Context: an optimization exercise on an open-source flow, tuned for small area, a short achievable clock period and few clock cycles per item. The choices shown serve that exercise and are no tape-out recipe.
Function was checked by simulation only, so behaviour that the tests miss may differ from the original.

==> inputs of job 8987 <==
Design column_running_statistics_unit, start of the top module:
module column_running_statistics_unit #(
	parameter int DATA_WIDTH  = 32,
	parameter int COUNT_WIDTH = 32,
	parameter int FRAC_BITS   = 8
) (
	input  logic                clk,
	input  logic                arst_n,
	input  logic                cfg_we,
	input  logic                cfg_wdata,
	input  logic                s_tvalid,
	output logic                s_tready,
	input  logic [((DATA_WIDTH+7)/8)*8-1:0] s_tdata,
	input  logic                s_tuser,
	output logic                m_tvalid,
	input  logic                m_tready,
	output logic [((2*DATA_WIDTH + 64 + (((DATA_WIDTH+FRAC_BITS) > 64) ? 64 :
		(DATA_WIDTH+FRAC_BITS)) + 2*COUNT_WIDTH + 7)/8)*8-1:0] m_tdata,
	output logic                m_tuser
);
	localparam int SUM_W  = csu_pkg::SUM_W;
	localparam int MEAN_W = ((DATA_WIDTH + FRAC_BITS) > 64) ? 64 : (DATA_WIDTH + FRAC_BITS);
	localparam int OUT_W  = 2*DATA_WIDTH + SUM_W + MEAN_W + 2*COUNT_WIDTH;
	localparam int OUT_TW = ((OUT_W + 7) / 8) * 8;
	localparam int BEAT_W = DATA_WIDTH + 2;
	localparam int NST    = MEAN_W + 3;     
	localparam int ROT_W  = $clog2(NST);
	logic                   frozen_q;
	logic                   accept;
	logic                   ready_q;
	logic                   in_vld_q;
	logic [BEAT_W-1:0]      in_beat_q;
	logic [SUM_W-1:0]       sum_q;
	logic [COUNT_WIDTH-1:0] cnt_q;
	logic [SUM_W-1:0]       sum_n;
	logic [COUNT_WIDTH-1:0] cnt_n;
	logic [ROT_W-1:0]       rot_q;
	logic [ROT_W-1:0]       rot_n;
	logic                   q0_vld_q;
	logic                   q0_vld_n;
	logic [MEAN_W-1:0]      q0_mean_q;
	logic [BEAT_W-1:0]      q0_beat_q;
	logic                   q1_vld_q;
	logic                   q1_vld_n;
	logic [MEAN_W-1:0]      q1_mean_q;
	logic [BEAT_W-1:0]      q1_beat_q;
	logic                   q_push;
	logic                   sk_vld_n;
	logic                   m_valid_q;
	logic [MEAN_W-1:0]      mean_q;
  ...
clock: 7.0 ns
lec_check: 0
cap_margin: 20
core_margin: 2
core_utilization: 40
setup_slack_margin: 3.0
slew_margin: 20
run.sh (not shown) runs the stock make flow with config.mk's settings and CLKGATE_MAP_FILE= SYNTH_SCRIPT=/design/flow/synth_recipe.tcl, a recipe that flattens the netlist after the stock synthesis.
==> job 6454 (differences from job 8987) <==
--- a/flow/design.v
+++ b/flow/design.v
@@ -117,26 +117,27 @@
 	output logic                      out_vld,
 	output logic [MEAN_W-1:0]         out_mean,
 	output logic [BEAT_W-1:0]         out_beat,
 	output logic                      last_vld
 );
 	localparam int SUM_W = csu_pkg::SUM_W;
 	localparam int CW    = COUNT_WIDTH;
 	localparam int QW    = MEAN_W;
-	localparam int NDIV  = QW;
+	localparam int NDIV  = QW / 2;
 	localparam int LAST  = NDIV + 1;        
 	logic              s0_vld;
 	logic [SUM_W-1:0]  s0_sum;
 	logic [CW-1:0]     s0_cnt;
 	logic [BEAT_W-1:0] s0_beat;
 	logic [LAST:1]             vld_q;
-	logic [LAST:1][CW:0]       rem_q;
+	logic [LAST:1][CW-1:0]     rem_q;
 	logic [LAST:1][QW-1:0]     lo_q;
-	logic [LAST:1][CW-1:0]     c_q;
+	logic [LAST:1][CW-1:0]     nc_q;
+	logic [LAST:1][CW+1:0]     n3_q;
 	logic [LAST:1]             neg_q;
 	logic [LAST:1][BEAT_W-1:0] beat_q;
 	logic              p_vld;
 	logic [QW-1:0]     p_mean;
 	logic [BEAT_W-1:0] p_beat;
 	always_ff @(posedge clk or negedge arst_n) begin
 		if (!arst_n) begin
 			s0_vld <= 1'b0;
@@ -154,60 +155,74 @@
 			s0_cnt  <= new_cnt;
 			s0_beat <= new_beat;
 		end
 	end
 	logic             s0_zero;
 	logic             s0_sneg;
 	logic [SUM_W-1:0] s0_nz;
 	logic [SUM_W-1:0] s0_mag;
+	logic [CW-1:0]    s0_nc;
+	logic [CW+1:0]    s0_n3;
 	assign s0_zero = (s0_cnt == '0);
 	assign s0_sneg = s0_sum[SUM_W-1];
 	assign s0_nz = csu_pkg::below_or64(s0_sum);
 	assign s0_mag = s0_sum ^ (s0_nz & {SUM_W{s0_sneg}});
+	assign s0_nc  = ~s0_cnt + CW'(1);
+	assign s0_n3  = {2'b11, ~s0_cnt} + {1'b1, ~s0_cnt, 1'b1} + (CW+2)'(2);
 	always_ff @(posedge clk or negedge arst_n) begin
 		if (!arst_n) begin
 			vld_q[1] <= 1'b0;
 		end else begin
 			vld_q[1] <= s0_vld;
 		end
 	end
 	always_ff @(posedge clk) begin
-		rem_q[1]  <= s0_zero ? '0 : {1'b0, s0_mag[SUM_W-1:SUM_W-CW]};
+		rem_q[1]  <= s0_zero ? '0 : s0_mag[SUM_W-1:SUM_W-CW];
 		lo_q[1]   <= s0_zero ? '0 : {s0_mag[SUM_W-CW-1:0], FRAC_BITS'(0)};
-		c_q[1]    <= s0_zero ? CW'(1) : s0_cnt;
+		nc_q[1]   <= s0_zero ? '1 : s0_nc;
+		n3_q[1]   <= s0_zero ? ((CW+2)'(0) - (CW+2)'(3)) : s0_n3;
 		neg_q[1]  <= !s0_zero && s0_sneg;
 		beat_q[1] <= s0_beat;
 	end
 	for (genvar i = 2; i <= LAST; i++) begin : g_div
-		logic          rneg;
-		logic [CW+1:0] x;
-		logic [CW+1:0] t1;
-		logic          q1;
-		logic [CW:0]   rem_n;
+		logic [CW+2:0] x;
+		logic [CW+3:0] t1;
+		logic [CW+3:0] t2;
+		logic [CW+3:0] t3;
+		logic          g1;
+		logic          g2;
+		logic          g3;
+		logic [CW-1:0] rem_n;
 		logic [QW-1:0] lo_n;
-		logic [CW-1:0] c_n;
-		assign rneg = rem_q[i-1][CW];
-		assign x    = {rem_q[i-1], lo_q[i-1][QW-1]};
-		assign t1   = x + ({2'b00, c_q[i-1]} ^ {(CW+2){!rneg}}) + (CW+2)'(!rneg);
-		assign q1   = !t1[CW+1];
-		assign rem_n = t1[CW:0];
-		assign lo_n  = {lo_q[i-1][QW-2:0], q1};
-		assign c_n   = c_q[i-1];
+		logic [CW-1:0] nc_n;
+		logic [CW+1:0] n3_n;
+		assign x  = {1'b0, rem_q[i-1], lo_q[i-1][QW-1:QW-2]};
+		assign t1 = {1'b0, x} + {1'b0, 3'b111, nc_q[i-1]};
+		assign t2 = {1'b0, x} + {1'b0, 2'b11, nc_q[i-1], 1'b0};
+		assign t3 = {1'b0, x} + {1'b0, 1'b1, n3_q[i-1]};
+		assign g1 = t1[CW+3];
+		assign g2 = t2[CW+3];
+		assign g3 = t3[CW+3];
+		assign rem_n = g3 ? t3[CW-1:0] : (g2 ? t2[CW-1:0] : (g1 ? t1[CW-1:0] : x[CW-1:0]));
+		assign lo_n  = {lo_q[i-1][QW-3:0], g2, g3 || (g1 && !g2)};
+		assign nc_n  = nc_q[i-1];
+		assign n3_n  = n3_q[i-1];
 		always_ff @(posedge clk or negedge arst_n) begin
 			if (!arst_n) begin
 				vld_q[i] <= 1'b0;
 			end else begin
 				vld_q[i] <= vld_q[i-1];
 			end
 		end
 		always_ff @(posedge clk) begin
 			rem_q[i]  <= rem_n;
 			lo_q[i]   <= lo_n;
-			c_q[i]    <= c_n;
+			nc_q[i]   <= nc_n;
+			n3_q[i]   <= n3_n;
 			neg_q[i]  <= neg_q[i-1];
 			beat_q[i] <= beat_q[i-1];
 		end
 	end
 	logic [QW-1:0] quo;
 	logic          qneg;
 	logic [QW-1:0] qnz;
 	logic [QW-1:0] mean_n;
@@ -250,17 +265,17 @@
 		(DATA_WIDTH+FRAC_BITS)) + 2*COUNT_WIDTH + 7)/8)*8-1:0] m_tdata,
 	output logic                m_tuser
 );
 	localparam int SUM_W  = csu_pkg::SUM_W;
 	localparam int MEAN_W = ((DATA_WIDTH + FRAC_BITS) > 64) ? 64 : (DATA_WIDTH + FRAC_BITS);
 	localparam int OUT_W  = 2*DATA_WIDTH + SUM_W + MEAN_W + 2*COUNT_WIDTH;
 	localparam int OUT_TW = ((OUT_W + 7) / 8) * 8;
 	localparam int BEAT_W = DATA_WIDTH + 2;
-	localparam int NST    = MEAN_W + 3;     
+	localparam int NST    = MEAN_W / 2 + 3;     
 	localparam int ROT_W  = $clog2(NST);
 	logic                   frozen_q;
 	logic                   accept;
 	logic                   ready_q;
 	logic                   in_vld_q;
 	logic [BEAT_W-1:0]      in_beat_q;
 	logic [SUM_W-1:0]       sum_q;
 	logic [COUNT_WIDTH-1:0] cnt_q;
Settings changed: CTS_BUF_LIST from default to sky130_fd_sc_hd__clkbuf_8.
==> impl_metrics.toml <==
[detailed_routing]
ant_nets = 1

[global_routing]
grt_pass1_wl_mm = 669

[status]
outcome = "finished with violations"
so_faults = "antenna violations"

[timing]
fin_crit_sh_pct = 55.8

[finish]
stdcell_count = 26821
multi_input_area_share_pct = 34.4

[worst_setup_path]
r2r_start = "u_div.lo_q[1604]"

[floorplanning]
dieArea_um2 = 542000
Source of the figures above: job 8987

==> impl_metrics.toml <==
[status]
outcome = "no timing/DRC/antenna violations"

[finish]
seq_area_um2 = 85500
stdcell_count = 29951
multi_input_area_share_pct = 50.8

[detailed_routing]
ant_nets = 0

[global_routing]
grt.met3_usage_pct = 2.41

[worst_setup_path]
r2r_start = "u_div.s0_sum[3]"

[power]
Source of the figures above: job 6454

Testbench counts of job 8987, summed over its fixed seeds: cycles 3,568, items 3,200.
Testbench counts of job 6454, summed over its fixed seeds: cycles 3,408, items 3,200.

## afterwards: timing with drivers on the ports
The results above use ideal ports. As a check the final layouts listed here were re-extracted and re-timed, cells and wires unchanged. Step 1, drivers: a clkbuf_16 drives clk and a buf_2 each remaining input, both assumed. Step 2 times the ports against the registers' clock, not the clock port: input delays grow and output delays shrink by t, the midpoint of the rising clock arrivals with the driver on. Three values: ideal ports, drivers, drivers and shift; two values: the first two.
run | shift t [ns] | slack for setup (ns) | worst setup path after step 2 | latest minus earliest clock arrival (ns) | cell pins on the clock port's net
job 8987 | 1.147 | 3.097 / 3.097 / 2.259 | input to register | 0.086 / 0.087 | 1
job 6454 | 1.353 | 2.802 / 2.802 / 2.151 | input to register | 0.094 / 0.094 | 1
For job 8987, which loses most, drivers alone change the setup slack by 0.000 ns; drivers and shift together by -0.838 ns.
